What follows belongs to an exercise in optimizing a design on an open flow for small area, a short achievable clock period and few clock cycles; a production flow would make more cautious choices.
Where RTL was checked, it was by simulation tests only, not by an equivalence proof against the original.
The RTL of run 4 was laid out without a check of its function.
Power and IR drop assume default switching activity.

## flow/design.v

```verilog
`timescale 1ns/1ps
`default_nettype none
package mem_pkg;
  typedef logic [31:0] addr_t;
  typedef logic [31:0] word_t;
  typedef logic [7:0]  byte_t;
  typedef logic [1:0]  size_t;
  localparam logic [1:0] IO_SELECT = 2'b11;  
endpackage
`default_nettype wire
`timescale 1ns/1ps
`default_nettype none
module mem_unit (
  input  logic                   clk_in,
  input  logic                   rst_in,
  input  logic                   rdy_in,
  input  logic                   fetch_en,
  input  mem_pkg::addr_t         fetch_addr,
  output logic                   fetch_done,
  output mem_pkg::word_t         fetch_data,
  input  logic                   load_en,
  input  mem_pkg::addr_t         load_addr,
  input  mem_pkg::size_t         load_size,
  output logic                   load_done,
  output mem_pkg::word_t         load_data,
  input  logic                   store_en,
  input  mem_pkg::addr_t         store_addr,
  input  mem_pkg::size_t         store_size,
  input  mem_pkg::word_t         store_data,
  output logic                   store_done,
  input  logic                   flush_in,
  input  logic                   io_buffer_full,
  input  mem_pkg::byte_t         mem_din,
  output mem_pkg::byte_t         mem_dout,
  output mem_pkg::addr_t         mem_a,
  output logic                   mem_wr
);
  logic        f_out;       
  logic        s_val;       
  logic [15:0] sw;
  logic [2:0]  fc;
  logic        fdin;        
  logic        f_sub;       
  logic [31:0] ra;
  logic        d_busy;
  logic        d_run;       
  logic        own;         
  logic        own_w;       
  logic        d_wr;        
  logic        d_io;        
  logic [17:0] d_q;         
  logic [1:0]  d_idx;       
  logic [1:0]  d_last;      
  logic [31:0] sd;          
  logic [3:0]  wb;          
  logic        ldin;        
  logic        l_fin;       
  logic        ls1, ls2, ls4;  
  logic        d_req;
  logic [1:0]  req_size, req_last;
  logic [17:0] req_addr;
  logic        req_io;
  logic        d_go;        
  logic        d_end;       
  logic        l_start;     
  logic        f_new;       
  logic        c_out;       
  logic        f_go0;       
  logic        f_done0;     
  logic [2:0]  fc0;
  logic [15:0] sw0;
  logic        n_busy, n_run, n_wr, n_io, n_fout, n_own;
  logic [1:0]  n_idx, n_last;
  logic [2:0]  n_fc;
  assign d_req    = load_en || store_en;
  assign req_size = load_en ? load_size : store_size;
  assign req_last = req_size[1] ? 2'd3 : {1'b0, req_size[0]};
  assign req_addr = load_en ? load_addr[17:0] : store_addr[17:0];
  assign req_io   = (req_addr[17:16] == mem_pkg::IO_SELECT);
  assign d_go     = own && !(d_wr && d_io && io_buffer_full);
  assign d_end    = d_go && d_idx == d_last;
  assign c_out    = fetch_en || (f_out && !flush_in);
  assign f_go0    = !own && !fc[2] && (c_out || s_val);
  assign l_start  = own && !d_run && !d_wr;
  assign f_done0  = c_out && ((fc[2] && !l_start) || (f_go0 && fc == 3'd3));
  assign fc0      = f_done0 ? 3'd0 : fc + {2'd0, f_go0};
  assign sw0      = f_done0 ? sw + 16'd1 : sw;
  assign f_new    = fetch_en && !(s_val && fetch_addr[17:2] == sw);
  assign mem_a    = {14'd0, own ? d_q : {sw, fc[1:0]}};
  assign mem_dout = ({8{wb[0]}} & sd[7:0])   | ({8{wb[1]}} & sd[15:8]) |
                    ({8{wb[2]}} & sd[23:16]) | ({8{wb[3]}} & sd[31:24]);
  assign mem_wr   = rdy_in && own_w && !(d_io && io_buffer_full);
  assign fetch_data = {f_sub ? mem_din : ra[31:24], ra[23:0]};
  assign load_data[7:0]   = ls1 ? mem_din : ra[7:0];
  assign load_data[15:8]  = ls2 ? mem_din : {8{ls4}} & ra[15:8];
  assign load_data[23:16] = {8{ls4}} & ra[23:16];
  assign load_data[31:24] = {8{ls4}} & mem_din;
  logic [1:0] f_lane, l_lane;
  assign f_lane = fc[1:0] - 2'd1;
  assign l_lane = d_idx - 2'd1;
  always_ff @(posedge clk_in)
  begin
    if (fdin)
      ra[8*f_lane +: 8] <= mem_din;
    if (ldin && !l_fin)
      ra[8*l_lane +: 8] <= mem_din;
    if (rdy_in && store_en)
      sd <= store_data;
  end
  always_comb
  begin
    n_busy = d_busy;
    n_run  = d_run;
    n_wr   = d_wr;
    n_io   = d_io;
    n_idx  = d_idx;
    n_last = d_last;
    n_fout = f_out;
    n_fc   = fc;
    if (!rdy_in)
    begin
      if (l_fin)
      begin
        n_busy = 1'b1;
        n_run  = 1'b1;
      end
    end
    else
    begin
      if (d_req)
      begin
        n_busy = 1'b1;
        n_run  = 1'b0;
        n_wr   = store_en;
        n_io   = req_io;
        n_idx  = 2'd0;
        n_last = req_last;
      end
      else if (own)
      begin
        n_run = 1'b1;
        if (d_end)
        begin
          n_busy = 1'b0;
          n_wr   = 1'b0;
        end
        else if (d_go)
          n_idx = d_idx + 2'd1;
      end
      n_fout = f_new || (c_out && !f_done0);
      n_fc   = (f_new || l_start) ? 3'd0 :
               (fetch_en && f_done0) ? 3'd4 : fc0;
    end
    n_own = n_busy && (n_run || !(n_fout && n_fc != 3'd0 && !n_fc[2]));
  end
  always_ff @(posedge clk_in)
  begin
    if (rst_in)
    begin
      f_out      <= 1'b0;
      s_val      <= 1'b0;
      fc         <= 3'd0;
      fdin       <= 1'b0;
      f_sub      <= 1'b0;
      ldin       <= 1'b0;
      l_fin      <= 1'b0;
      ls1        <= 1'b0;
      ls2        <= 1'b0;
      ls4        <= 1'b0;
      d_busy     <= 1'b0;
      d_run      <= 1'b0;
      own        <= 1'b0;
      own_w      <= 1'b0;
      d_wr       <= 1'b0;
      fetch_done <= 1'b0;
      load_done  <= 1'b0;
      store_done <= 1'b0;
    end
    else
    begin
      d_busy <= n_busy;
      d_run  <= n_run;
      d_wr   <= n_wr;
      d_io   <= n_io;
      d_idx  <= n_idx;
      d_last <= n_last;
      f_out  <= n_fout;
      fc     <= n_fc;
      own    <= n_own;
      own_w  <= n_own && n_wr;
      wb     <= 4'b0001 << n_idx;
      if (!rdy_in)
      begin
        fdin  <= 1'b0;
        f_sub <= 1'b0;
        ldin  <= 1'b0;
        l_fin <= 1'b0;
        ls1   <= 1'b0;
        ls2   <= 1'b0;
        ls4   <= 1'b0;
        if (l_fin)
          load_done <= 1'b0;
      end
      else
      begin
        if (d_req)
          d_q <= req_addr;
        else if (d_go && !d_end)
          d_q <= d_q + 18'd1;
        ldin      <= d_go && !d_wr;
        l_fin     <= d_end && !d_wr;
        ls1       <= d_end && !d_wr && d_last == 2'd0;
        ls2       <= d_end && !d_wr && d_last == 2'd1;
        ls4       <= d_end && !d_wr && d_last[1];
        load_done <= d_end && !d_wr;
        store_done <= (n_own && n_wr && !n_io && n_idx == n_last) ||
                      (d_end && d_wr && d_io);
        fdin       <= f_go0 && !f_new;
        f_sub      <= f_go0 && c_out && fc == 3'd3 && !f_new;
        fetch_done <= f_done0 && !f_new;
        sw         <= fetch_en ? fetch_addr[17:2] : sw0;
        if (fetch_en)
          s_val <= 1'b1;
      end
    end
  end
endmodule
`default_nettype wire
```

## flow/flow/run.sh

```bash
#!/bin/bash
# Standard layout, with the port buffers made of plain buf_1 cells
# (the default pick is the slower and larger clkdlybuf4s50_1); the
# resizer still sizes them up where timing or slew needs it.
set -euo pipefail
export BUFFER_PORTS_ARGS="-buffer_cell sky130_fd_sc_hd__buf_1"
bash standard.sh > flow_make.log 2>&1
```

## flow/standard.sh

```bash
#!/bin/bash
# synth_recipe.tcl (not shown) runs the flow's synth.tcl, then flattens the netlist and writes it again
# the make line also repeats each setting of config.mk as NAME=value (left out here)
make -C /OpenROAD-flow-scripts/flow DESIGN_CONFIG=/design/flow/config.mk WORK_HOME=/design/flow/orfs CLKGATE_MAP_FILE= SYNTH_SCRIPT=/design/flow/synth_recipe.tcl "${@:-finish}"
```

## flow/config.mk

```make
export PLATFORM = sky130hd
export DESIGN_NAME = mem_unit
export DESIGN_NICKNAME = mem_unit
export VERILOG_FILES = /design/flow/design.v
export SDC_FILE = /design/flow/constraint.sdc
export NUM_CORES = 4
export LEC_CHECK = 0
export CAP_MARGIN = 20
export CORE_MARGIN = 2
export CORE_UTILIZATION = 40
export CTS_CLUSTER_DIAMETER = 300
export CTS_CLUSTER_SIZE = 60
export SETUP_SLACK_MARGIN = 2.4
export SLEW_MARGIN = 20
```

## flow/constraint.sdc

```tcl
create_clock -name core_clock -period 5.0 [get_ports {clk_in}]
set_input_delay 1.0000 -clock core_clock [delete_from_list [all_inputs] [get_ports {clk_in}]]
set_output_delay 1.0000 -clock core_clock [all_outputs]
set_load 0.01 [all_outputs]
```

==> results.sh, run 1 <==
export IMPL_outcome="complete, no violations"
export IMPL_syn_instance_count=679
export IMPL_synth_edf_count=75
export IMPL_die_w_um=135.5
export IMPL_overflow=0
export IMPL_critical_path_required_ns=4.00
export IMPL_drtIter0Drc=296
export IMPL_cts_num_sinks=127
export IMPL_drv_cap=0
export IMPL_hold_end="load_done"
export IMPL_r2r_cells=7
export IMPL_vias_per_cell=5.103
export IMPL_rr_startpoint="sw[8]"
export IMPL_die_h_um=135.5
export IMPL_cts_inserted_buffers=17
export IMPL_setup_viol=0
export IMPL_final_cells=1091
export IMPL_vias=5567
export IMPL_slew_headroom_pct=45.84
export IMPL_dp_cells=1052
export IMPL_cts_hold_buffers=0
export IMPL_grt_pass1_wl_um=27010
export IMPL_hold_viol=0
export IMPL_clkLatencyLatePin_ns=0.42
export IMPL_track_usage_pct=18.99
export IMPL_antenna_found_initial=0
export IMPL_finalCriticalPeriod_ns=2.580
export IMPL_tns_ns=0
export IMPL_vdd_drop_max_v=0.0002378
export IMPL_synth_async_reset_ratio_pct=0
export IMPL_synth_ff_type="edfxtp_1"
export IMPL_wl_per_cell_um=16.01
export IMPL_pin_count=256
export IMPL_r2r_end="store_done"
export IMPL_synth_area_per_cell_um2=10.19
export IMPL_cts_root_buf="clkbuf_16"
export IMPL_critPathMaxStageDelay_ns=0.28
export IMPL_clock_path_buffers=2
export IMPL_arrival_ns=1.58
export IMPL_coreArea_mm2=0.01712
export IMPL_cts_tree="yes"
export IMPL_fin_nets=1014
export IMPL_worstHoldStart="load_done"
export IMPL_critPathSlowestCell="mux2_2"
export IMPL_seq_area_frac_synth_pct=47.60
export IMPL_place_congestion=0.8595
export IMPL_drc=0
export IMPL_path_clk_slew_ns=0.06
export IMPL_start_util_pct=40.42
export IMPL_first_pass_iters=5
export IMPL_maxSlewViolCount=0
export IMPL_dp_hpwl_um=12360
export IMPL_leakage_nw=3.028
export IMPL_cp_max_fo=8
export IMPL_numPortBuffers=197
export IMPL_fp_row_count=48
export IMPL_power_density_mw_per_mm2=356.7
export IMPL_fmax_ghz=0.3876
export IMPL_period_share_pct=51.60
export IMPL_grt_max_degree=38
export IMPL_ctsHtreeMaxLevel=4
export IMPL_path_class="in -> out"
export IMPL_crit_path_end_kind="primary output"
export IMPL_tightest_slew_ns=0.8124
export IMPL_dieArea_mm2=0.01836
export IMPL_rsz0062_at_grt="yes"
export IMPL_holdPathStages=2
export IMPL_hp_class="reg -> reg"
export IMPL_syn_to_final_growth_pct=20.71
export IMPL_regToRegSetupSlack_ns=2.67
export IMPL_synth_distinct_cells=63
export IMPL_wirelength_um=17460
export IMPL_path_cells="buf_2 > mux2_2 > buf_1"
export IMPL_ys_warn_count=1
export IMPL_layout_drive_gt1_share_pct=13.63
export IMPL_ys_seq_elements=127
export IMPL_grt_pass1_vias=5155
export IMPL_final_setup_skew_ns=0.01101
export IMPL_antenna_cells=0
export IMPL_syn_area_mm2=0.006918
export IMPL_ant_nets=0
export IMPL_worst_setup_path_start_kind="primary input"
[sequential cells by signal (all words and copies together) (netlist names), 2 cells and up]
name and count:
ra 32, sd 32, d_q 18, sw 16, wb 4, fc 3, d_idx 2, d_last 2
[power by group]
part           switching, mW  internal [mW]  leakage (nW)
Clock                  0.505          0.699         0.277
Combinational          0.241          0.212          1.61
Sequential            0.0941           1.23          1.14
[worst max-delay path, delay by kind of cell]
kind	cells	cell delay [ns]
buffers and inverters	2	0.30
multiplexers	1	0.28
[cells in the mapped netlist (4+ instances only)]
| library cell | count | area [um2] |
|---|---|---|
| o21ai_0 | 49 | 245.2 |
| nand2_1 | 87 | 326.6 |
| a22oi_1 | 23 | 172.7 |
| a21oi_1 | 28 | 140.1 |
| nand3_1 | 14 | 70.07 |
| buf_4 | 39 | 292.8 |
| inv_1 | 10 | 37.54 |
| clkbuf_1 | 18 | 67.56 |
| dfxtp_1 | 52 | 1041 |
| nor3_1 | 5 | 25.02 |
| ha_1 | 13 | 162.7 |
| buf_2 | 4 | 20.02 |
| xnor2_1 | 18 | 157.7 |
| a22o_1 | 33 | 289.0 |
| nor2_1 | 39 | 146.4 |
| mux2_2 | 37 | 416.7 |
| and2_1 | 26 | 162.7 |
| edfxtp_1 | 75 | 2252 |
| and3_1 | 6 | 37.54 |
| xor2_1 | 30 | 262.8 |
| nand4_1 | 8 | 50.05 |
[cells by family (layout without fill, tap and decap cells)]
family / after synthesis / count (layout) / share of synthesized area (%)
buffers and inverters: 78 / 252 / 6.710
adders and majority gates: 13 / 13 / 2.351
AOI/OAI and AO/OA: 162 / 162 / 15.93
muxes: 40 / 40 / 6.457
and+or+nand+nor: 209 / 209 / 14.58
other: 1 / 14 / 0.05421
DFF: 127 / 127 / 47.60
xor gates and xnor gates: 49 / 49 / 6.312
[layout by cell type, fill, tap and decap left out, drive strengths merged, types with 3 or more instances in the layout]
cell type  count
a211oi         3
a21oi         28
a22o          33
a22oi         24
and2          27
and3           7
buf          203
clkbuf        22
clkinv         5
conb          14
dfxtp         52
edfxtp        75
ha            13
inv           19
mux2          37
mux2i          3
nand2         87
nand3         14
nand4          8
nor2          39
nor3           5
nor3b          3
nor4           5
o21ai         52
o22ai          3
o31ai          4
or3            3
xnor2         19
xor2          30
[metrics by stage]
step | hold WS [ns] | util, % | worst slack (ns) | power [mW] | instance area, um2
2_1_floorplan | 0.4452 | - | 2.243 | 1.677 | 6973
3_3_place_gp | 0.4389 | 44.43 | 1.778 | 1.775 | 7605
3_5_place_dp | 0.4452 | 44.43 | 1.768 | 1.780 | 7605
4_1_cts | 0.4563 | 48.08 | 2.411 | 2.994 | 8230
5_1_grt | 0.4813 | 48.79 | 2.385 | 3.122 | 8351
6_report | 0.4486 | 48.79 | 2.420 | 2.979 | 8351
[timing repair]
action                     4_1_cts  5_1_grt
hold endpoints to repair         0        0
resized for setup               19       15
cloned                           0        1
pin swaps                        1        3
setup endpoints to repair       88       38
setup buffers                    1        5
[layer usage]
metal	global-route usage (%)	up-vias	share of wire [%]	routed length [um]
li1	-	2769	-	-
met1	25.16	2614	46	8052
met2	30.40	167	48	8299
met3	4.863	17	5.4	939
met4	6.366	0	0.98	172
met5	0	-	0	0
[worst max-delay path by stage]
stage | startpoint | end | cells past startpoint
after floorplan | fetch_en | store_done | 11
after global placement | fetch_en | sw[0] | 6
after detailed placement | fetch_en | sw[6] | 6
after CTS | mem_din[0] | fetch_data[24] | 3
after global routing | fetch_addr[10] | store_done | 8
final | mem_din[2] | fetch_data[26] | 3
[layout make-up]
cell class / count / area [um2]
clock inverters: 15 / 150.1
multi-input cells: 487 / 3256
fillers: 1637 / 8766
flip-flops and latches: 127 / 3299
clock buffers: 17 / 425.4
repair buffers: 208 / 893.4
inverters: 12 / 45.04
well taps: 225 / 281.5
Testbench counts, summed over its fixed seeds: cycles 65,234.
==> run 2: changes to the inputs <==
--- a/flow/config.mk
+++ b/flow/config.mk
@@ -9,6 +9,4 @@
 export CORE_MARGIN = 2
 export CORE_UTILIZATION = 40
-export CTS_CLUSTER_DIAMETER = 300
-export CTS_CLUSTER_SIZE = 60
 export SETUP_SLACK_MARGIN = 2.4
 export SLEW_MARGIN = 20
==> results.sh, run 2 <==
export IMPL_outcome="complete, no violations"
export IMPL_track_usage_pct=18.99
export IMPL_path_class="in -> out"
export IMPL_p_sw_share_pct=28.18
export IMPL_syn_area_mm2=0.006918
export IMPL_hold_slack_ns=0.4486
export IMPL_synthTopCellsByCount="nand2_1 (87), edfxtp_1 (75), dfxtp_1 (52), o21ai_0 (49)"
export IMPL_maxSlewViolCount=0
export IMPL_holdPathStages=2
export IMPL_cts_root_buf="clkbuf_16"
export IMPL_ant_nets=0
export IMPL_yosysMostFrequentCell="nand2_1"
export IMPL_finalCriticalPeriod_ns=2.580
export IMPL_dp_cells=1052
export IMPL_power_density_mw_per_mm2=356.7
export IMPL_ys_seq_elements=127
export IMPL_wirelength_um=17460
export IMPL_rsz0062_at_grt="yes"
export IMPL_syn_to_final_growth_pct=20.71
export IMPL_worstHoldStart="load_done"
export IMPL_final_common_cell="buf_1"
export IMPL_clkLatencyLatePin_ns=0.42
export IMPL_overflow=0
export IMPL_rr_startpoint="sw[8]"
export IMPL_fmax_ghz=0.3876
export IMPL_drc=0
export IMPL_ys_warn_count=1
export IMPL_final_cell_mix="buf_1 (184), nand2_1 (86), edfxtp_1 (75)"
export IMPL_tightest_slew_ns=0.8124
export IMPL_leakage_nw=3.028
export IMPL_wl_per_cell_um=16.01
export IMPL_start_util_pct=40.42
export IMPL_period_share_pct=51.60
export IMPL_yosys_area_top_type_share_pct=32.56
export IMPL_seq_power_share_pct=44.4
export IMPL_path_clk_slew_ns=0.06
export IMPL_hp_class="reg -> reg"
export IMPL_setup_viol=0
export IMPL_r2r_end="store_done"
export IMPL_die_h_um=135.5
export IMPL_synth_ff_type="edfxtp_1"
export IMPL_die_w_um=135.5
export IMPL_final_cells=1091
export IMPL_grt_pass1_wl_um=27010
export IMPL_fp_row_count=48
export IMPL_slew_headroom_pct=45.84
export IMPL_pin_count=256
export IMPL_critical_path_required_ns=4.00
export IMPL_arrival_ns=1.58
export IMPL_fin_util_pct=48.79
export IMPL_netlist_top_cells_area="edfxtp_1 (33%), dfxtp_1 (15%), mux2_2 (6.0%)"
export IMPL_antenna_found_initial=0
export IMPL_cp_max_fo=8
export IMPL_hold_viol=0
export IMPL_hold_end="load_done"
export IMPL_vias=5567
export IMPL_antenna_cells=0
export IMPL_syn_instance_count=679
export IMPL_synth_async_reset_ratio_pct=0
export IMPL_final_setup_skew_ns=0.01101
export IMPL_synth_edf_count=75
export IMPL_cts_tree="yes"
export IMPL_fin_nets=1014
export IMPL_combPwrFrac_pct=15.2
export IMPL_numPortBuffers=197
export IMPL_ctsHtreeMaxLevel=4
export IMPL_seq_area_frac_synth_pct=47.60
export IMPL_grt_max_degree=38
export IMPL_tns_ns=0
export IMPL_cts_num_sinks=127
export IMPL_regToRegSetupSlack_ns=2.67
export IMPL_yosys_area_top_type="edfxtp_1"
export IMPL_coreArea_mm2=0.01712
export IMPL_place_congestion=0.8595
export IMPL_dp_hpwl_um=12360
export IMPL_cts_inserted_buffers=17
export IMPL_synth_distinct_cells=63
export IMPL_power_switching_mw=0.8395
export IMPL_r2r_cells=7
export IMPL_vias_per_cell=5.103
export IMPL_drtIter0Drc=296
export IMPL_grt_pass1_vias=5155
export IMPL_p_int_mw=2.139
export IMPL_top_regs="ra (32), sd (32), d_q (18)"
export IMPL_crit_path_end_kind="primary output"
export IMPL_drv_cap=0
export IMPL_vdd_drop_max_v=0.0002378
export IMPL_clockPowerShare_pct=40.4
export IMPL_synth_area_per_cell_um2=10.19
export IMPL_dieArea_mm2=0.01836
export IMPL_clock_path_buffers=2
export IMPL_worst_setup_path_start_kind="primary input"
export IMPL_first_pass_iters=5
export IMPL_layout_drive_gt1_share_pct=13.63
[run 2: power by group through the flow]
stage | Combinational, mW | Sequential, mW | Clock, mW
floorplan | 0.373 | 1.30 | 0
global placement | 0.432 | 1.34 | 0
detailed placement | 0.435 | 1.34 | 0
CTS | 0.442 | 1.32 | 1.23
global route | 0.504 | 1.34 | 1.28
finish | 0.453 | 1.32 | 1.20
[run 2: cell families after synthesis]
kind of cell,Yosys count,share of synthesized area (%)
buffers and inverters,78,6.710
flip-flops,127,47.60
AO/OA/AOI/OAI,162,15.93
XOR/XNOR,49,6.312
other,1,0.05421
AND/OR/NAND/NOR,209,14.58
multiplexers,40,6.457
adder cells (fa/ha/maj),13,2.351
[run 2: worst max-delay path, cell delays in order]
cell and delay (ns):
buf_2 0.17, mux2_2 0.28, buf_1 0.13
[run 2: cell type report]
cell class              count  area (um2)
fillers                  1637        8766
flip-flops and latches    127        3299
multi-input cells         487        3256
repair buffers            208       893.4
clock buffers              17       425.4
well taps                 225       281.5
clock inverters            15       150.1
inverters                  12       45.04
[run 2: how the worst max path moves through the flow]
stage          slack, ns      startpoint  depth (start not counted)        endpoint
5_1_grt             2.39  fetch_addr[10]                          8      store_done
4_1_cts             2.41      mem_din[0]                          3  fetch_data[24]
2_1_floorplan       2.24        fetch_en                         11      store_done
3_3_place_gp        1.78        fetch_en                          6           sw[0]
6_report            2.42      mem_din[2]                          3  fetch_data[26]
3_5_place_dp        1.77        fetch_en                          6           sw[6]
[run 2: repair_timing]
| action | in CTS | in global routing |
|---|---|---|
| pin swaps | 1 | 3 |
| setup buffers | 1 | 5 |
| endpoints found under the setup margin | 88 | 38 |
| cloned | 0 | 1 |
| resized for setup | 19 | 15 |
| hold buffers | 0 | 0 |
[run 2: per-stage QoR]
step	power, mW	setup WS [ns]	instance area (um2)
2_1_floorplan	1.677	2.243	6973
3_3_place_gp	1.775	1.778	7605
3_5_place_dp	1.780	1.768	7605
4_1_cts	2.994	2.411	8230
5_1_grt	3.122	2.385	8351
6_report	2.979	2.420	8351
[run 2: routing by layer]
metal | global-route usage [%] | vias up | part of all wire [%]
li1 | - | 2769 | -
met1 | 25.16 | 2614 | 46
met2 | 30.40 | 167 | 48
met3 | 4.863 | 17 | 5.4
met4 | 6.366 | 0 | 0.98
met5 | 0 | - | 0
==> run 3: changes to the inputs <==
==> flow/flow/run.sh (replaced) <==
#!/bin/bash
set -euo pipefail
export BUFFER_PORTS_ARGS="-buffer_cell sky130_fd_sc_hd__buf_1"
export RECOVER_POWER=100
bash standard.sh > flow_make.log 2>&1
==> results.sh, run 3 <==
export IMPL_grt_pass1_vias=5155
export IMPL_fmax_ghz=0.2852
export IMPL_final_common_cell="buf_1"
export IMPL_antenna_found_initial=0
export IMPL_placed_area_mm2=0.007605
export IMPL_holdPathStages=2
export IMPL_r2r_cells=5
export IMPL_seq_area_mm2=0.003293
export IMPL_critical_path_required_ns=5.28
export IMPL_tns_ns=0
export IMPL_yosysMostFrequentCell="nand2_1"
export IMPL_tightest_slew_ns=1.305
export IMPL_ys_warn_count=1
export IMPL_dp_worst_setup_slack_ns=1.768
export IMPL_numPortBuffers=197
export IMPL_rsz0062_at_grt="yes"
export IMPL_regToRegSetupSlack_ns=2.07
export IMPL_hp_class="reg -> reg"
export IMPL_final_setup_skew_ns=0.009349
export IMPL_synth_area_per_cell_um2=10.19
export IMPL_grt_max_degree=38
export IMPL_hold_viol=0
export IMPL_fin_nets=1014
export IMPL_overflow=0
export IMPL_seq_area_frac_synth_pct=47.60
export IMPL_leakage_nw=2.945
export IMPL_synth_ff_type="edfxtp_1"
export IMPL_track_usage_pct=18.99
export IMPL_fin_util_pct=48.19
export IMPL_vdd_drop_max_v=0.0002366
export IMPL_ant_nets=0
export IMPL_drc=0
export IMPL_dp_hpwl_um=12360
export IMPL_power_density_mw_per_mm2=359.9
export IMPL_drv_cap=0
export IMPL_p_sw_share_pct=28.19
export IMPL_vias=5535
export IMPL_path_clk_slew_ns=0.06
export IMPL_vias_per_cell=5.073
export IMPL_wirelength_um=17420
export IMPL_finalCriticalPeriod_ns=3.506
export IMPL_top_regs="ra (32), sd (32), d_q (18)"
export IMPL_cts_hold_buffers=0
export IMPL_antenna_cells=0
export IMPL_coreArea_mm2=0.01712
export IMPL_yosys_area_top_type="edfxtp_1"
export IMPL_place_congestion=0.8595
export IMPL_synth_distinct_cells=63
export IMPL_p_int_mw=2.132
export IMPL_synth_async_reset_ratio_pct=0
export IMPL_power_switching_mw=0.8370
export IMPL_first_pass_iters=5
export IMPL_final_cell_mix="buf_1 (183), nand2_1 (87), edfxtp_1 (75)"
export IMPL_cts_tree="yes"
export IMPL_combPwrFrac_pct=14.9
export IMPL_die_h_um=135.5
export IMPL_cp_max_fo=31
export IMPL_syn_to_final_growth_pct=19.24
export IMPL_synth_edf_count=75
export IMPL_netlist_top_cells_area="edfxtp_1 (33%), dfxtp_1 (15%), mux2_2 (6.0%)"
export IMPL_clock_path_buffers=2
export IMPL_ctsHtreeMaxLevel=4
export IMPL_final_area_mm2=0.008249
export IMPL_syn_instance_count=679
export IMPL_n_fill_cell=1668
export IMPL_syn_area_mm2=0.006918
export IMPL_multi_input_area_mm2=0.003221
export IMPL_path_class="in -> reg"
export IMPL_worst_setup_path_start_kind="primary input"
export IMPL_synthTopCellsByCount="nand2_1 (87), edfxtp_1 (75), dfxtp_1 (52), o21ai_0 (49)"
export IMPL_crit_path_end_kind="flop"
export IMPL_clkLatencyLatePin_ns=0.42
export IMPL_cts_inserted_buffers=17
export IMPL_ys_seq_elements=127
export IMPL_pin_count=256
export IMPL_seq_power_share_pct=44.6
export IMPL_clockPowerShare_pct=40.5
export IMPL_setup_viol=0
export IMPL_dieArea_mm2=0.01836
export IMPL_wl_per_cell_um=15.96
export IMPL_die_w_um=135.5
export IMPL_maxSlewViolCount=0
export IMPL_cts_num_sinks=127
export IMPL_drtIter0Drc=330
export IMPL_slew_headroom_pct=12.98
export IMPL_grt_pass1_wl_um=27010
export IMPL_outcome="complete, no violations"
export IMPL_fp_row_count=48
export IMPL_cts_root_buf="clkbuf_16"
export IMPL_setup_ws_ns=1.494
export IMPL_layout_drive_gt1_share_pct=10.05
export IMPL_yosys_area_top_type_share_pct=32.56
export IMPL_start_util_pct=40.42
export IMPL_arrival_ns=3.78
export IMPL_period_share_pct=70.12
## run 3: cell counts after synthesis
No cell type changed its count.
## run 3: cell type report
cell class	instances	share of cell area, %
Timing Repair Buffer	208	10.10
Tap cell	225	3.413
Clock inverter	15	1.820
Sequential cell	127	39.92
Inverter	12	0.5460
Clock buffer	17	5.157
Multi-Input combinational cell	487	39.04
## run 3: cell families (layout without fill, tap and decap cells)
| logic type | after synthesis | in the layout | share of synthesized area (%) |
|---|---|---|---|
| buf+inv | 78 | 252 | 6.710 |
| simple gates | 209 | 209 | 14.58 |
| xor+xnor | 49 | 49 | 6.312 |
| compound gates | 162 | 162 | 15.93 |
| mux | 40 | 40 | 6.457 |
| other cells | 1 | 14 | 0.05421 |
| fa+ha+maj | 13 | 13 | 2.351 |
| flops | 127 | 127 | 47.60 |
## run 3: final timing paths
path,startpoint,endpoint
hold / removal,load_done,load_done
hold reg to reg,load_done,load_done
setup / recovery,store_en,store_done
setup reg to reg,own,d_q[0]
## run 3: metrics by stage
stage	hold WS (ns)	total power [mW]	cells
finish	0.4481	2.969	1091
global route	0.4813	3.112	1091
CTS	0.4563	2.994	1085
detailed placement	0.4452	1.780	1052
global placement	0.4389	1.775	1052
floorplan	0.4452	1.677	692
## run 3: power by group through the flow
stage	combinational [mW]	sequential, mW	clock [mW]
after global placement	0.432	1.34	0
final	0.444	1.32	1.20
after CTS	0.442	1.32	1.23
after floorplan	0.373	1.30	0
after detailed placement	0.435	1.34	0
after global routing	0.495	1.34	1.28
## run 3: layer usage
metal | up-vias | global-route usage, % | part of all wire [%]
li1 | 2766 | - | -
met1 | 2588 | 25.16 | 45
met2 | 168 | 30.40 | 48
met3 | 13 | 4.863 | 5.9
met4 | 0 | 6.366 | 1.2
met5 | - | 0 | 0
## run 3: critical path, stage by stage
cell	delay, ns
buf_1	0.07
clkbuf_1	0.95
nor2_1	0.41
and3_2	0.37
a22oi_1	0.31
clkinv_1	0.21
xnor2_1	0.17
a21oi_1	0.23
nor4_2	0.06
## run 3: repair_timing
item,CTS,global route
endpoints found under the setup margin,88,38
resized for setup,19,15
cloned,0,1
setup buffers,1,5
pin swaps,1,3
==> run 4: changes to the inputs <==
--- a/flow/design.v
+++ b/flow/design.v
@@ -71,4 +71,6 @@
   logic [15:0] sw0;
   logic        n_busy, n_run, n_wr, n_io, n_fout, n_own;
+  logic        f_hold;      
+  logic [2:0]  fc_h;
   logic [1:0]  n_idx, n_last;
   logic [2:0]  n_fc;
@@ -152,5 +154,10 @@
                (fetch_en && f_done0) ? 3'd4 : fc0;
     end
-    n_own = n_busy && (n_run || !(n_fout && n_fc != 3'd0 && !n_fc[2]));
+    fc_h   = fc + {2'd0, !own && !fc[2]};
+    f_hold = (fetch_en || f_out) && fc_h != 3'd0 && !fc_h[2];
+    if (!rdy_in)
+      n_own = own || l_fin;
+    else
+      n_own = n_busy && (n_run || !f_hold);
   end
   always_ff @(posedge clk_in)
==> flow/flow/run.sh (replaced) <==
#!/bin/bash
# Standard layout, with the port buffers made of plain buf_1 cells
# (the default pick is the slower and larger clkdlybuf4s50_1); the
# resizer still sizes them up where timing or slew needs it.
set -euo pipefail
export BUFFER_PORTS_ARGS="-buffer_cell sky130_fd_sc_hd__buf_1"
bash standard.sh > flow_make.log 2>&1
==> results.sh, run 4 <==
export IMPL_outcome="complete, no violations"
export IMPL_dp_hpwl_um=12510
export IMPL_die_w_um=134.9
export IMPL_routed_wl_met3_um=1181
export IMPL_yosysMostFrequentCell="nand2_1"
export IMPL_worst_setup_path_start_kind="primary input"
export IMPL_clkLatencyLatePin_ns=0.42
export IMPL_tightest_slew_ns=0.8639
export IMPL_crit_path_end_kind="primary output"
export IMPL_wl_per_cell_um=16.20
export IMPL_yosys_area_top_type_share_pct=32.85
export IMPL_final_cells=1075
export IMPL_routed_top_layer="met4"
export IMPL_final_setup_skew_ns=0.006631
export IMPL_place_congestion=0.8383
export IMPL_slew_headroom_pct=42.41
export IMPL_setup_viol=0
export IMPL_coreArea_mm2=0.01664
export IMPL_vias_per_cell=5.096
export IMPL_netlist_top_cells_area="edfxtp_1 (33%), dfxtp_1 (15%), mux2_2 (5.9%)"
export IMPL_cp_max_fo=8
export IMPL_path_class="in -> out"
export IMPL_overflow=0
export IMPL_top_regs="ra (32), sd (32), d_q (18)"
export IMPL_synth_area_per_cell_um2=10.17
export IMPL_final_area_mm2=0.008250
export IMPL_yosys_area_top_type="edfxtp_1"
export IMPL_antenna_cells=0
export IMPL_ys_warn_count=1
export IMPL_ant_nets=0
export IMPL_hp_class="reg -> reg"
export IMPL_ctsHtreeMaxLevel=4
export IMPL_grt_pass1_wl_um=27300
export IMPL_seq_power_share_pct=43.4
export IMPL_drtIter0Drc=237
export IMPL_p_sw_share_pct=26.98
export IMPL_antenna_found_initial=0
export IMPL_syn_instance_count=674
export IMPL_placed_area_mm2=0.007545
export IMPL_period_share_pct=51.74
export IMPL_crit_path_start="mem_din[4]"
export IMPL_drt_met1_wl_um=7639
export IMPL_first_pass_iters=4
export IMPL_dp_worst_setup_slack_ns=1.877
export IMPL_cts_inserted_buffers=17
export IMPL_synth_async_reset_ratio_pct=0
export IMPL_synth_edf_count=75
export IMPL_synth_ff_type="edfxtp_1"
export IMPL_leakage_nw=2.994
export IMPL_power_switching_mw=0.8232
export IMPL_fp_row_count=47
export IMPL_final_cell_mix="buf_1 (186), nand2_1 (85), edfxtp_1 (75)"
export IMPL_path_clk_slew_ns=0.06
export IMPL_start_util_pct=41.19
export IMPL_rr_startpoint="fc[0]"
export IMPL_hold_viol=0
export IMPL_final_common_cell="buf_1"
export IMPL_grt_max_degree=39
export IMPL_clock_path_buffers=2
export IMPL_synthTopCellsByCount="nand2_1 (85), edfxtp_1 (75), dfxtp_1 (52), o21ai_0 (50), buf_4 (39)"
export IMPL_track_usage_pct=19.39
export IMPL_synth_distinct_cells=53
export IMPL_die_h_um=134.9
export IMPL_layout_drive_gt1_share_pct=11.70
export IMPL_finalCriticalPeriod_ns=2.587
export IMPL_syn_area_mm2=0.006855
export IMPL_dieArea_mm2=0.01820
export IMPL_rsz0062_at_grt="yes"
export IMPL_power_density_mw_per_mm2=369.8
export IMPL_syn_to_final_growth_pct=20.35
export IMPL_maxSlewViolCount=0
export IMPL_cts_root_buf="clkbuf_16"
export IMPL_drc=0
export IMPL_pin_count=256
export IMPL_dp_cells=1040
export IMPL_critical_path_required_ns=4.00
export IMPL_drv_cap=0
export IMPL_wirelength_um=17410
export IMPL_grt_pass1_vias=5286
export IMPL_p_int_mw=2.227
export IMPL_cts_tree="yes"
export IMPL_fin_nets=1006
export IMPL_tns_ns=0
export IMPL_clockPowerShare_pct=42.1
export IMPL_cts_hold_buffers=0
export IMPL_worstHoldStart="load_done"
export IMPL_arrival_ns=1.59
export IMPL_wl_met2_um=8351
export IMPL_ys_seq_elements=127
export IMPL_fin_total_pwr_mw=3.051
export IMPL_setup_ws_ns=2.413
export IMPL_vias=5478
export IMPL_seq_area_frac_synth_pct=48.04
export IMPL_cts_num_sinks=127
export IMPL_fmax_ghz=0.3865
export IMPL_numPortBuffers=197
export IMPL_combPwrFrac_pct=14.5
export IMPL_vdd_drop_max_v=0.0002043
run 4: cell count changes in the layout (fill, tap and decap cells not counted), moves of 7 or more:
cell      previous run  this run
clkbuf_1            17         1
buf_2                0         8
inv_1               10        17
nor2_1              36        22
nor3_1               5        12
and2_0               8         0
run 4: cell families (layout without fill, tap and decap cells):
kind of cell / after synthesis / in the layout / share of synthesized area [%]
flops: 127 / 127 / 48.04
mux: 39 / 39 / 6.424
simple gates: 199 / 199 / 13.96
other cells: 1 / 14 / 0.05470
fa+ha+maj: 16 / 16 / 2.920
buf+inv: 86 / 254 / 6.899
xor+xnor: 47 / 47 / 6.005
compound gates: 159 / 159 / 15.70
run 4: final timing paths:
kind	end	slack, ns	depth (start not counted)
max	fetch_data[28]	2.41	3
min	load_done	0.45	2
max reg2reg	ra[26]	2.65	5
min reg2reg	load_done	0.45	2
run 4: critical path: stages:
cell,delay (ns)
buf_2,0.16
mux2_2,0.30
buf_1,0.13
run 4: cell type report:
| cell class | count | area, um2 |
|---|---|---|
| fillers | 1618 | 8392 |
| flip-flops and latches | 127 | 3301 |
| multi-input cells | 474 | 3147 |
| repair buffers | 204 | 850.8 |
| clock buffers | 18 | 429.2 |
| well taps | 220 | 275.3 |
| clock inverters | 14 | 180.2 |
| inverters | 18 | 67.56 |
run 4: repair_timing:
action,CTS,global route
buffers inserted,2,0
setup endpoints to repair,86,28
gates cloned,1,0
pin swaps,0,0
gates resized for setup,20,7
endpoints found under the hold margin,0,0
run 4: metrics by stage:
stage	hold slack, ns	utilization [%]
finish	0.4545	49.58
global route	0.4818	49.58
CTS	0.4595	49.52
detailed placement	0.4509	45.33
global placement	0.4364	45.33
floorplan	0.4452	-
run 4: power groups by stage:
stage / clock network, mW / registers (mW) / logic, mW
global route: 1.35 / 1.34 / 0.491
finish: 1.28 / 1.32 / 0.442
detailed placement: 0 / 1.34 / 0.436
global placement: 0 / 1.34 / 0.431
CTS: 1.31 / 1.32 / 0.447
floorplan: 0 / 1.30 / 0.370
run 4: metal layers:
layer / vias up / track usage [%]
li1: 2753 / -
met1: 2532 / 24.65
met2: 175 / 31.87
met3: 18 / 5.631
met4: 0 / 6.140
met5: - / 0
==> run 5: changes to the inputs <==
--- a/flow/design.v
+++ b/flow/design.v
@@ -93,8 +93,8 @@
                     ({8{wb[2]}} & sd[23:16]) | ({8{wb[3]}} & sd[31:24]);
   assign mem_wr   = rdy_in && own_w && !(d_io && io_buffer_full);
-  assign fetch_data = {f_sub ? mem_din : ra[31:24], ra[23:0]};
-  assign load_data[7:0]   = ls1 ? mem_din : ra[7:0];
-  assign load_data[15:8]  = ls2 ? mem_din : {8{ls4}} & ra[15:8];
-  assign load_data[23:16] = {8{ls4}} & ra[23:16];
+  assign fetch_data = {({8{f_sub}} & mem_din) | ra[31:24], ra[23:0]};
+  assign load_data[7:0]   = ({8{ls1}} & mem_din) | ra[7:0];
+  assign load_data[15:8]  = ({8{ls2}} & mem_din) | ra[15:8];
+  assign load_data[23:16] = ra[23:16];
   assign load_data[31:24] = {8{ls4}} & mem_din;
   logic [1:0] f_lane, l_lane;
@@ -107,4 +107,13 @@
     if (ldin && !l_fin)
       ra[8*l_lane +: 8] <= mem_din;
+    if (rdy_in && l_start)
+    begin
+      if (d_last == 2'd0)
+        ra[7:0] <= 8'd0;
+      if (!d_last[1])
+        ra[23:8] <= 16'd0;
+    end
+    if (rdy_in && f_go0 && c_out && fc == 3'd3 && !f_new)
+      ra[31:24] <= 8'd0;
     if (rdy_in && store_en)
       sd <= store_data;
==> results.sh, run 5 <==
export IMPL_cts_inserted_buffers=17
export IMPL_layout_drive_gt1_share_pct=10.00
export IMPL_drv_cap=0
export IMPL_synth_area_per_cell_um2=9.783
export IMPL_track_usage_pct=18.81
export IMPL_ant_nets=0
export IMPL_ctsHtreeMaxLevel=4
export IMPL_worstHoldStart="fetch_done"
export IMPL_netlist_top_cells_area="edfxtp_1 (33%), dfxtp_1 (15%), a22oi_1 (5.5%)"
export IMPL_vias=5539
export IMPL_overflow=0
export IMPL_die_h_um=135.4
export IMPL_grt_pass1_vias=5264
export IMPL_drc=0
export IMPL_dieArea_mm2=0.01833
export IMPL_seq_area_frac_synth_pct=47.68
export IMPL_crit_path_start="own"
export IMPL_seq_power_share_pct=44.3
export IMPL_yosys_area_top_type="edfxtp_1"
export IMPL_syn_to_final_growth_pct=18.01
export IMPL_yosysMostFrequentCell="nand2_1"
export IMPL_fin_total_pwr_mw=2.917
export IMPL_outcome="complete, no violations"
export IMPL_die_w_um=135.4
export IMPL_final_setup_skew_ns=0.01327
export IMPL_path_clk_slew_ns=0.06
export IMPL_grt_max_degree=38
export IMPL_synthTopCellsByCount="nand2_1 (76), edfxtp_1 (75), nor2_1 (68), dfxtp_1 (52), a22oi_1 (51)"
export IMPL_wl_per_cell_um=15.65
export IMPL_coreArea_mm2=0.01712
export IMPL_cts_tree="yes"
export IMPL_cts_root_buf="clkbuf_16"
export IMPL_fmax_ghz=0.3973
export IMPL_clockPowerShare_pct=40.7
export IMPL_arrival_ns=1.52
export IMPL_start_util_pct=40.35
export IMPL_crit_path_end_kind="primary output"
export IMPL_maxSlewViolCount=0
export IMPL_clock_path_buffers=2
export IMPL_tightest_slew_ns=0.7721
export IMPL_p_sw_share_pct=28.34
export IMPL_syn_instance_count=706
export IMPL_rr_startpoint="sw[6]"
export IMPL_finalCriticalPeriod_ns=2.517
export IMPL_r2r_end="ra[27]"
export IMPL_combPwrFrac_pct=15.0
export IMPL_top_regs="ra (32), sd (32), d_q (18)"
export IMPL_hp_class="reg -> reg"
export IMPL_grt_pass1_wl_um=26840
export IMPL_fin_nets=1020
export IMPL_final_common_cell="buf_1"
export IMPL_antenna_found_initial=0
export IMPL_numPortBuffers=197
export IMPL_place_congestion=0.8393
export IMPL_wirelength_um=17140
export IMPL_period_share_pct=50.34
export IMPL_regToRegSetupSlack_ns=2.71
export IMPL_path_class="reg -> out"
export IMPL_first_pass_iters=4
export IMPL_p_int_mw=2.090
export IMPL_rsz0062_at_grt="no"
export IMPL_setup_viol=0
export IMPL_ys_warn_count=1
export IMPL_pin_count=256
export IMPL_drtIter0Drc=234
export IMPL_synth_distinct_cells=53
export IMPL_vias_per_cell=5.058
export IMPL_synth_async_reset_ratio_pct=0
export IMPL_cts_num_sinks=127
export IMPL_hold_viol=0
export IMPL_tns_ns=0
export IMPL_antenna_cells=0
export IMPL_synth_edf_count=75
export IMPL_r2r_cells=6
export IMPL_yosys_area_top_type_share_pct=32.61
export IMPL_power_density_mw_per_mm2=357.9
export IMPL_fp_row_count=48
export IMPL_setup_worst_path_end="mem_a[14]"
export IMPL_slew_headroom_pct=48.52
export IMPL_ys_seq_elements=127
export IMPL_clkLatencyLatePin_ns=0.42
export IMPL_leakage_nw=3.094
export IMPL_vdd_drop_max_v=0.0002348
export IMPL_synth_ff_type="edfxtp_1"
export IMPL_power_switching_mw=0.8267
export IMPL_final_cell_mix="buf_1 (189), nand2_1 (76), edfxtp_1 (75)"
export IMPL_worst_setup_path_start_kind="flop"
export IMPL_syn_area_mm2=0.006907
export IMPL_cp_max_fo=31
export IMPL_dp_hpwl_um=12340
export IMPL_critical_path_required_ns=4.00
## run 5: cell count changes in the layout (fill, tap and decap cells not counted), sizes merged, moves of 6 or more
cell   previous run  this run
mux2             37        23
xor2             31        13
a21o              2        25
and2             22        12
a22oi            20        51
nor2             22        68
a22o             34         3
nand2            85        76
xnor2            16        35
a21oi            26        20
## run 5: power by group through the flow
stage	logic, mW	clock network [mW]	registers, mW
after floorplan	0.366	0	1.28
after global placement	0.434	0	1.31
after detailed placement	0.437	0	1.31
after CTS	0.441	1.21	1.29
after global routing	0.494	1.26	1.30
final	0.438	1.19	1.29
## run 5: how the worst min path moves through the flow
stage	to	cells past startpoint
6_report	fetch_done	2
5_1_grt	load_done	2
4_1_cts	fetch_done	2
3_5_place_dp	fetch_done	2
3_3_place_gp	fetch_done	2
2_1_floorplan	s_val	2
## run 5: routing by layer
| metal | vias up | GRT usage [%] | wire [um] |
|---|---|---|---|
| li1 | 2765 | - | - |
| met1 | 2575 | 24.23 | 7825 |
| met3 | 19 | 4.190 | 1048 |
| met4 | 0 | 6.829 | 261 |
| met5 | - | 0 | 0 |
| met2 | 180 | 31.13 | 8006 |
## run 5: per-stage QoR
step	cells	utilization, %	worst slack, ns	cell area, um2	hold WS [ns]
floorplan	719	-	2.407	6970	0.4589
global route	1095	47.62	2.407	8150	0.5071
detailed placement	1062	44.03	1.858	7536	0.4504
finish	1095	47.62	2.483	8150	0.4703
global placement	1062	44.03	1.892	7536	0.4459
CTS	1094	47.45	2.332	8122	0.4743
## run 5: final cells by class
| cell class | count | area (um2) |
|---|---|---|
| inverter | 17 | 63.81 |
| clock buffer | 18 | 429.2 |
| clock inverter | 14 | 133.9 |
| sequential | 127 | 3298 |
| fill | 1708 | 8966 |
| timing repair buffer | 203 | 807.0 |
| multi-input combinational | 491 | 3137 |
| tap | 225 | 281.5 |
## run 5: kinds of logic after synthesis
logic type      synth area share, %
compound gates                16.09
xor+xnor                      6.304
fa+ha+maj                     2.717
buf+inv                       8.025
flops                         47.68
mux                           4.330
other cells                 0.05430
simple gates                  14.80
## run 5: repair_timing
item / 4_1_cts / 5_1_grt
pin swaps: 0 / 1
gates resized for setup: 12 / 2
endpoints found under the setup margin: 85 / 17
hold buffers: 0 / 0
buffers inserted: 0 / 1
## run 5: critical path, cell delays in order, from the launching register on
cell and delay (ns):
dfxtp_4 0.56, mux2_2 0.40, buf_1 0.13
Testbench counts of run 5, summed over its fixed seeds: cycles 65,049.
==> run 6: changes to the inputs <==
--- a/flow/config.mk
+++ b/flow/config.mk
@@ -9,4 +9,4 @@
 export CORE_MARGIN = 2
 export CORE_UTILIZATION = 40
-export SETUP_SLACK_MARGIN = 2.4
+export SETUP_SLACK_MARGIN = 2.5
 export SLEW_MARGIN = 20
==> results.sh, run 6 <==
export IMPL_wirelength_um=17270
export IMPL_pin_count=256
export IMPL_final_setup_skew_ns=0.007477
export IMPL_final_cell_mix="buf_1 (184), nand2_1 (75), edfxtp_1 (75)"
export IMPL_path_clk_slew_ns=0.06
export IMPL_vias=5541
export IMPL_start_util_pct=40.35
export IMPL_track_usage_pct=19.18
export IMPL_arrival_ns=1.46
export IMPL_ant_nets=0
export IMPL_drc=0
export IMPL_rsz0062_at_grt="no"
export IMPL_clkLatencyLatePin_ns=0.41
export IMPL_yosys_area_top_type_share_pct=32.61
export IMPL_vias_per_cell=5.037
export IMPL_worst_setup_path_start_kind="primary input"
export IMPL_cts_root_buf="clkbuf_16"
export IMPL_wl_per_cell_um=15.70
export IMPL_period_share_pct=49.16
export IMPL_synth_distinct_cells=53
export IMPL_coreArea_mm2=0.01712
export IMPL_antenna_found_initial=0
export IMPL_grt_pass1_wl_um=27240
export IMPL_dieArea_mm2=0.01833
export IMPL_power_density_mw_per_mm2=348.5
export IMPL_synth_area_per_cell_um2=9.783
export IMPL_n_fill_cell=1667
export IMPL_cts_num_sinks=127
export IMPL_numPortBuffers=197
export IMPL_place_congestion=0.8356
export IMPL_fmax_ghz=0.4069
export IMPL_cts_tree="yes"
export IMPL_antenna_cells=0
export IMPL_dp_cells=1062
export IMPL_dp_hpwl_um=12540
export IMPL_yosysMostFrequentCell="nand2_1"
export IMPL_maxSlewViolCount=0
export IMPL_tightest_slew_ns=0.7872
export IMPL_fp_row_count=48
export IMPL_drv_cap=0
export IMPL_hold_viol=0
export IMPL_synth_edf_count=75
export IMPL_syn_area_mm2=0.006907
export IMPL_final_area_mm2=0.008240
export IMPL_die_w_um=135.4
export IMPL_grt_pass1_vias=5327
export IMPL_syn_instance_count=706
export IMPL_fin_nets=1025
export IMPL_clock_path_buffers=2
export IMPL_hp_class="reg -> reg"
export IMPL_final_common_cell="buf_1"
export IMPL_vdd_drop_max_v=0.0002336
export IMPL_final_cells=1100
export IMPL_syn_to_final_growth_pct=19.31
export IMPL_leakage_nw=3.141
export IMPL_cts_inserted_buffers=17
export IMPL_top_regs="ra (32), sd (32), d_q (18)"
export IMPL_tns_ns=0
export IMPL_finalCriticalPeriod_ns=2.458
export IMPL_first_pass_iters=4
export IMPL_crit_path_end_kind="primary output"
export IMPL_placed_area_mm2=0.007551
export IMPL_critical_path_required_ns=4.00
export IMPL_cp_max_fo=8
export IMPL_die_h_um=135.4
export IMPL_grt_max_degree=36
export IMPL_synthTopCellsByCount="nand2_1 (76), edfxtp_1 (75), nor2_1 (68), dfxtp_1 (52), a22oi_1 (51)"
export IMPL_path_class="in -> out"
export IMPL_synth_ff_type="edfxtp_1"
export IMPL_yosys_area_top_type="edfxtp_1"
export IMPL_setup_viol=0
export IMPL_ctsHtreeMaxLevel=4
export IMPL_synth_async_reset_ratio_pct=0
export IMPL_layout_drive_gt1_share_pct=11.43
export IMPL_seq_area_frac_synth_pct=47.68
export IMPL_ys_warn_count=1
export IMPL_outcome="complete, no violations"
export IMPL_fin_util_pct=48.14
export IMPL_drtIter0Drc=246
export IMPL_overflow=0
export IMPL_ys_seq_elements=127
export IMPL_slew_headroom_pct=47.52
export IMPL_netlist_top_cells_area="edfxtp_1 (33%), dfxtp_1 (15%), a22oi_1 (5.5%)"
==> run 6: cells by family (layout without fill, tap and decap cells) <==
kind of cell	Yosys count	after routing	share of synthesized area [%]
compound gates	166	166	16.09
xor+xnor	48	48	6.304
fa+ha+maj	15	15	2.717
buf+inv	101	257	8.025
flops	127	127	47.68
mux	27	27	4.330
other cells	1	14	0.05430
simple gates	221	221	14.80
==> run 6: metal layers <==
layer	share of wire (%)	vias up	global-route usage, %
met5	0	-	0
met4	1.3	0	5.729
met3	5.7	16	4.676
met2	48	174	32.23
met1	45	2578	24.54
li1	-	2773	-
==> run 6: critical path: stages <==
cell and delay, ns:
clkbuf_4 0.17, and2_1 0.14, buf_1 0.14
==> run 6: area by class of cell <==
type | count | area, um2 | share of cell area [%]
timing repair buffer | 208 | 907.1 | 11.01
multi-input combinational | 491 | 3151 | 38.23
sequential | 127 | 3299 | 40.04
clock inverter | 15 | 112.6 | 1.367
clock buffer | 17 | 425.4 | 5.162
tap | 225 | 281.5 | 3.416
inverter | 17 | 63.81 | 0.7744
==> run 6: worst paths after layout <==
check             startpoint       endpoint  slack, ns  cells after the start
setup reg to reg       sw[6]          fc[2]       2.71                      6
setup / recovery  mem_din[5]  load_data[29]       2.54                      3
hold reg to reg   fetch_done     fetch_done       0.46                      2
hold / removal    fetch_done     fetch_done       0.46                      2
==> run 6: timing repair <==
| item | CTS | global route |
|---|---|---|
| resized for setup | 23 | 11 |
| hold buffers | 0 | 0 |
| buffers inserted | 4 | 1 |
| setup endpoints to repair | 78 | 40 |
| pin swaps | 0 | 1 |
| gates cloned | 1 | 0 |
==> run 6: power breakdown <==
part | internal, mW | total, mW | switching, mW
logic | 0.198 | 0.458 | 0.260
clock network | 0.638 | 1.13 | 0.491
registers | 1.21 | 1.28 | 0.0749
total | 2.05 | 2.87 | 0.826
==> run 6: stage by stage <==
stage	setup WS, ns	power [mW]	hold WS (ns)
after global routing	2.503	3.013	0.5216
final	2.542	2.872	0.4571
after CTS	2.502	2.904	0.4633
after floorplan	2.503	1.646	0.4589
after global placement	1.873	1.746	0.4467
after detailed placement	1.789	1.752	0.4499
==> run 7: changes to the inputs <==
--- a/flow/config.mk
+++ b/flow/config.mk
@@ -9,4 +9,8 @@
 export CORE_MARGIN = 2
 export CORE_UTILIZATION = 40
-export SETUP_SLACK_MARGIN = 2.5
+export CTS_BUF_LIST = sky130_fd_sc_hd__clkbuf_4 sky130_fd_sc_hd__clkbuf_8
+export CTS_CLUSTER_DIAMETER = 150
+export CTS_CLUSTER_SIZE = 40
+export SETUP_SLACK_MARGIN = 2.6
 export SLEW_MARGIN = 20
+export TNS_END_PERCENT = 5
==> results.sh, run 7 <==
export IMPL_netlist_top_cells_area="edfxtp_1 (33%), dfxtp_1 (15%), a22oi_1 (5.5%)"
export IMPL_critical_path_required_ns=5.36
export IMPL_yosys_area_top_type_share_pct=32.61
export IMPL_die_h_um=135.4
export IMPL_syn_to_final_growth_pct=18.03
export IMPL_cts_root_buf="clkbuf_8"
export IMPL_final_common_cell="buf_1"
export IMPL_antenna_cells=0
export IMPL_yosysMostFrequentCell="nand2_1"
export IMPL_cp_top_family="buffers and inverters"
export IMPL_drtIter0Drc=260
export IMPL_track_usage_pct=18.65
export IMPL_start_util_pct=40.35
export IMPL_vias_per_cell=5.052
export IMPL_path_clk_slew_ns=0.08
export IMPL_synth_edf_count=75
export IMPL_ys_seq_elements=127
export IMPL_slew_headroom_pct=46.98
export IMPL_power_density_mw_per_mm2=329.7
export IMPL_tns_ns=0
export IMPL_ctsHtreeMaxLevel=4
export IMPL_drt_met1_wl_um=7668
export IMPL_pin_count=256
export IMPL_drc=0
export IMPL_leakage_nw=3.129
export IMPL_worstHoldStart="fetch_done"
export IMPL_outcome="complete, no violations"
export IMPL_synth_ff_type="edfxtp_1"
export IMPL_tightest_slew_ns=0.7870
export IMPL_fmax_ghz=0.4089
export IMPL_timing_critical_path_buf_inv=2
export IMPL_wirelength_um=17090
export IMPL_vias=5588
export IMPL_coreArea_mm2=0.01712
export IMPL_cts_tree="yes"
export IMPL_routed_wl_met3_um=1121
export IMPL_synth_area_per_cell_um2=9.783
export IMPL_path_cells="buf_2 > buf_4 > mux2_2 > a32o_1 > nor4_1 > a31oi_1 > nor3_1"
export IMPL_cts_hold_buffers=0
export IMPL_arrival_ns=2.80
export IMPL_worst_setup_path_start_kind="primary input"
export IMPL_seq_area_frac_synth_pct=47.68
export IMPL_drv_cap=0
export IMPL_synthTopCellsByCount="nand2_1 (76), edfxtp_1 (75), nor2_1 (68), dfxtp_1 (52), a22oi_1 (51)"
export IMPL_fin_nets=1031
export IMPL_cts_num_sinks=127
export IMPL_hold_viol=0
export IMPL_place_congestion=0.7934
export IMPL_dp_hpwl_um=12320
export IMPL_n_fill_cell=1744
export IMPL_overflow=0
export IMPL_yosys_area_top_type="edfxtp_1"
export IMPL_wl_met2_um=8095
export IMPL_cts_inserted_buffers=17
export IMPL_grt_max_degree=38
export IMPL_fin_util_pct=47.62
export IMPL_die_w_um=135.4
export IMPL_path_class="in -> reg"
export IMPL_crit_path_end_kind="flop"
export IMPL_syn_instance_count=706
export IMPL_rsz0062_at_grt="yes"
export IMPL_rr_startpoint="sw[11]"
export IMPL_final_setup_skew_ns=0.01347
export IMPL_grt_pass1_wl_um=26290
export IMPL_syn_area_mm2=0.006907
export IMPL_routed_top_layer="met4"
export IMPL_wl_per_cell_um=15.45
export IMPL_finalCriticalPeriod_ns=2.445
export IMPL_synth_distinct_cells=53
export IMPL_final_cell_mix="buf_1 (182), nand2_1 (75), edfxtp_1 (75)"
export IMPL_clock_path_buffers=2
export IMPL_cp_max_fo=24
export IMPL_vdd_drop_max_v=0.0001929
export IMPL_hp_class="reg -> reg"
export IMPL_antenna_found_initial=0
export IMPL_clkLatencyLatePin_ns=0.44
export IMPL_layout_drive_gt1_share_pct=12.37
export IMPL_critPathSlowestCell="mux2_2"
export IMPL_maxSlewViolCount=0
export IMPL_setup_viol=0
export IMPL_top_regs="ra (32), sd (32), d_q (18)"
export IMPL_period_share_pct=48.91
export IMPL_critPathMaxStageDelay_ns=0.40
export IMPL_ys_warn_count=1
export IMPL_grt_pass1_vias=5113
export IMPL_fp_row_count=48
export IMPL_synth_async_reset_ratio_pct=0
export IMPL_first_pass_iters=7
export IMPL_crit_path_start="load_en"
export IMPL_numPortBuffers=197
export IMPL_ant_nets=0
export IMPL_dieArea_mm2=0.01833
run 7: per-layer routing:
layer  global-route usage [%]  vias to the layer above
li1                         -                     2790
met1                    23.78                     2602
met2                    30.51                      182
met3                    6.210                       14
met4                    4.977                        0
met5                        0                        -
run 7: timing repair:
| action | in CTS | in global routing |
|---|---|---|
| buffers inserted | 10 | 1 |
| hold endpoints to repair | 0 | 0 |
| setup endpoints to repair | 87 | 86 |
| pin swaps | 0 | 1 |
| gates resized for setup | 33 | 0 |
| gates cloned | 1 | 0 |
run 7: worst paths after layout:
path / to / cells past startpoint / slack [ns]
worst min register to register: fetch_done / 2 / 0.46
worst min-delay path: fetch_done / 2 / 0.46
worst max-delay path: store_done / 7 / 2.55
worst max register to register: ra[24] / 6 / 2.74
run 7: report_power, final:
group / switching [mW] / leakage, nW / internal [mW] / total, mW
combinational: 0.263 / 1.78 / 0.201 / 0.464
sequential: 0.0689 / 1.13 / 1.21 / 1.28
clock: 0.424 / 0.219 / 0.522 / 0.946
run 7: area by class of cell:
cell class                      count  area, um2  share of cell area (%)
Sequential cell                   127       3299                   40.48
Multi-Input combinational cell    491       3139                   38.51
Clock buffer                       20      262.8                   3.223
Timing Repair Buffer              214      945.9                   11.60
Clock inverter                     12      158.9                   1.949
Tap cell                          225      281.5                   3.454
Inverter                           17      63.81                  0.7828
run 7: cells by family after synthesis:
logic type / Yosys count / share of synthesized area (%)
multiplexers: 27 / 4.330
AO/OA/AOI/OAI: 166 / 16.09
buffers and inverters: 101 / 8.025
flip-flops: 127 / 47.68
XOR/XNOR: 48 / 6.304
adder cells (fa/ha/maj): 15 / 2.717
other: 1 / 0.05430
AND/OR/NAND/NOR: 221 / 14.80
run 7: tightest hold or removal path: cells and delay by family, from the launching register on:
| kind | cells | cell delay (ns) |
|---|---|---|
| AO/OA/AOI/OAI | 1 | 0.06 |
| AND/OR/NAND/NOR | 1 | 0.04 |
| flip-flops | 1 | 0.33 |
run 7: metrics by stage:
stage          instances  cell area (um2)  worst slack [ns]  power, mW  hold WS (ns)
3_3_place_gp        1062             7553             1.826      1.746        0.4425
2_1_floorplan        719             7018             2.560      1.648        0.4589
3_5_place_dp        1062             7553             1.780      1.751        0.4486
4_1_cts             1105             8132             2.547      2.717        0.4684
6_report            1106             8152             2.555      2.688        0.4613
5_1_grt             1106             8152             2.432      2.830        0.5001
==> run 8: changes to the inputs <==
--- a/flow/config.mk
+++ b/flow/config.mk
@@ -12,5 +12,4 @@
 export CTS_CLUSTER_DIAMETER = 150
 export CTS_CLUSTER_SIZE = 40
-export SETUP_SLACK_MARGIN = 2.6
+export SETUP_SLACK_MARGIN = 2.55
 export SLEW_MARGIN = 20
-export TNS_END_PERCENT = 5
==> results.sh, run 8 <==
export IMPL_outcome="complete, no violations"
export IMPL_worst_setup_path_start_kind="primary input"
export IMPL_critical_path_required_ns=4.00
export IMPL_dieArea_mm2=0.01833
export IMPL_seq_area_frac_synth_pct=47.68
export IMPL_track_usage_pct=19.16
export IMPL_grt_max_degree=38
export IMPL_finalCriticalPeriod_ns=2.438
export IMPL_r2r_cells=7
export IMPL_final_cell_mix="buf_1 (165), nand2_1 (75), edfxtp_1 (75)"
export IMPL_fp_row_count=48
export IMPL_final_common_cell="buf_1"
export IMPL_cts_root_buf="clkbuf_8"
export IMPL_fin_nets=1034
export IMPL_clkLatencyLatePin_ns=0.44
export IMPL_coreArea_mm2=0.01712
export IMPL_netlist_top_cells_area="edfxtp_1 (33%), dfxtp_1 (15%), a22oi_1 (5.5%)"
export IMPL_place_congestion=0.8156
export IMPL_yosys_area_top_type_share_pct=32.61
export IMPL_rsz0062_at_grt="yes"
export IMPL_syn_instance_count=706
export IMPL_dp_cells=1062
export IMPL_die_h_um=135.4
export IMPL_wl_per_cell_um=15.84
export IMPL_drc=0
export IMPL_drv_cap=0
export IMPL_vias_per_cell=5.074
export IMPL_vias=5627
export IMPL_synth_area_per_cell_um2=9.783
export IMPL_power_density_mw_per_mm2=329.6
export IMPL_final_setup_skew_ns=0.01228
export IMPL_grt_pass1_vias=5139
export IMPL_cts_inserted_buffers=17
export IMPL_leakage_nw=3.217
export IMPL_ctsHtreeMaxLevel=4
export IMPL_hp_class="reg -> reg"
export IMPL_yosys_area_top_type="edfxtp_1"
export IMPL_start_util_pct=40.35
export IMPL_path_class="in -> out"
export IMPL_crit_path_end_kind="primary output"
export IMPL_overflow=0
export IMPL_numPortBuffers=197
export IMPL_critPathSlowestCell="buf_2"
export IMPL_drtIter0Drc=282
export IMPL_synth_async_reset_ratio_pct=0
export IMPL_first_pass_iters=4
export IMPL_die_w_um=135.4
export IMPL_ys_seq_elements=127
export IMPL_cts_num_sinks=127
export IMPL_fmax_ghz=0.4101
export IMPL_path_cells="buf_8 > buf_6 > nand2_2 > a21oi_2 > buf_2"
export IMPL_holdPathStages=2
export IMPL_arrival_ns=1.44
export IMPL_cts_tree="yes"
export IMPL_antenna_found_initial=0
export IMPL_ys_warn_count=1
export IMPL_grt_pass1_wl_um=26970
export IMPL_critPathMaxStageDelay_ns=0.14
export IMPL_tns_ns=0
export IMPL_pin_count=256
export IMPL_syn_area_mm2=0.006907
export IMPL_clock_path_buffers=2
export IMPL_slew_headroom_pct=48.70
export IMPL_hold_viol=0
export IMPL_setup_viol=0
export IMPL_synth_distinct_cells=53
export IMPL_synth_edf_count=75
export IMPL_path_clk_slew_ns=0.08
export IMPL_ant_nets=0
export IMPL_dp_hpwl_um=12470
export IMPL_synth_ff_type="edfxtp_1"
export IMPL_synthTopCellsByCount="nand2_1 (76), edfxtp_1 (75), nor2_1 (68), dfxtp_1 (52), a22oi_1 (51)"
export IMPL_vdd_drop_max_v=0.0002398
export IMPL_syn_to_final_growth_pct=20.31
export IMPL_tightest_slew_ns=0.7694
export IMPL_final_cells=1109
export IMPL_period_share_pct=48.77
export IMPL_antenna_cells=0
export IMPL_layout_drive_gt1_share_pct=15.38
export IMPL_yosysMostFrequentCell="nand2_1"
export IMPL_cp_max_fo=2
export IMPL_maxSlewViolCount=0
export IMPL_top_regs="ra (32), sd (32), d_q (18)"
export IMPL_wirelength_um=17570
## run 8: cell counts after synthesis
Identical to the previous run, type by type.
## run 8: worst paths after layout
path	from	to	slack, ns
worst max-delay path	rdy_in	mem_wr	2.56
worst min-delay path	fetch_done	fetch_done	0.46
worst max register to register	sw[6]	ra[27]	2.75
worst min register to register	fetch_done	fetch_done	0.46
## run 8: metal layers
layer,GRT usage [%],share of wire (%),vias up
met2,31.33,48,180
met4,5.324,0.89,0
met5,0,0,-
met1,24.96,45,2646
met3,5.425,6.3,13
li1,-,-,2788
## run 8: cell families (layout without fill, tap and decap cells)
kind of cell	count (synthesis)	in the layout	synth area share, %
AND/OR/NAND/NOR	221	221	14.80
XOR/XNOR	48	48	6.304
other	1	14	0.05430
AO/OA/AOI/OAI	166	166	16.09
buffers and inverters	101	266	8.025
adder cells (fa/ha/maj)	15	15	2.717
flip-flops	127	127	47.68
multiplexers	27	27	4.330
## run 8: critical path, delay by kind of cell
kind	cells	cell delay, ns
AO/OA/AOI/OAI	1	0.10
AND/OR/NAND/NOR	1	0.04
buffers and inverters	3	0.29
## run 8: report_power, final
part	internal, mW	switching (mW)
logic	0.218	0.271
clock network	0.509	0.464
registers	1.21	0.0702
total	1.93	0.805
## run 8: timing repair
item / 4_1_cts / 5_1_grt
hold buffers: 0 / 0
buffers inserted: 10 / 4
pin swaps: 1 / 2
gates resized for setup: 35 / 44
cloned: 1 / 0
setup endpoints to repair: 69 / 75
## run 8: final cells by class
type                       instances  area, um2
tap                              225      281.5
inverter                          17      63.81
fill                            1662       8807
multi-input combinational        491       3187
timing repair buffer             217       1045
sequential                       127       3302
clock inverter                    15      196.4
clock buffer                      17      234.0
## run 8: stage by stage
| stage | instance area (um2) | hold WS (ns) | setup slack [ns] | util (%) | total power, mW |
|---|---|---|---|---|---|
| finish | 8309 | 0.4603 | 2.562 | 48.55 | 2.739 |
| global route | 8309 | 0.5100 | 2.506 | 48.55 | 2.875 |
| CTS | 8147 | 0.4658 | 2.539 | 47.60 | 2.743 |
| detailed placement | 7553 | 0.4468 | 1.805 | 44.13 | 1.752 |
| global placement | 7553 | 0.4456 | 1.846 | 44.13 | 1.746 |
| floorplan | 7017 | 0.4589 | 2.532 | - | 1.648 |

[static timing again, ports no longer ideal]
How much do the figures lean on ideal ports? The routed layouts below were timed once more, with nothing changed but the port constraints.
Step 1 assumes that a clkbuf_16 drives the clock port and a buf_2 every other input.
Step 2 times the ports against the registers' clock, not the clock port: input delays grow and output delays shrink by t, the midpoint of the rising clock arrivals with the driver on.
Three values: no drivers, after step 1, after step 2; two values: the first two.
| run | shift t [ns] | slack for setup (ns) | worst setup path after step 2 |
|---|---|---|---|
| run 1 | 0.457 | 2.420 / 2.400 / 2.078 | input to register |
| run 2 | 0.457 | 2.420 / 2.400 / 2.078 | input to register |
| run 3 | 0.455 | 1.494 / 1.509 / 1.054 | input to register |
| run 4 | 0.455 | 2.413 / 2.391 / 2.150 | input to register |
| run 5 | 0.456 | 2.483 / 2.442 / 2.094 | input to register |
| run 6 | 0.453 | 2.542 / 2.518 / 2.150 | input to register |
| run 7 | 0.472 | 2.555 / 2.502 / 2.105 | input to register |
| run 8 | 0.475 | 2.562 / 2.506 / 2.190 | input to register |
After both steps setup and hold are still met in every run listed. For run 7, which loses most, drivers alone change the setup slack by -0.053 ns; drivers and shift together by -0.450 ns.
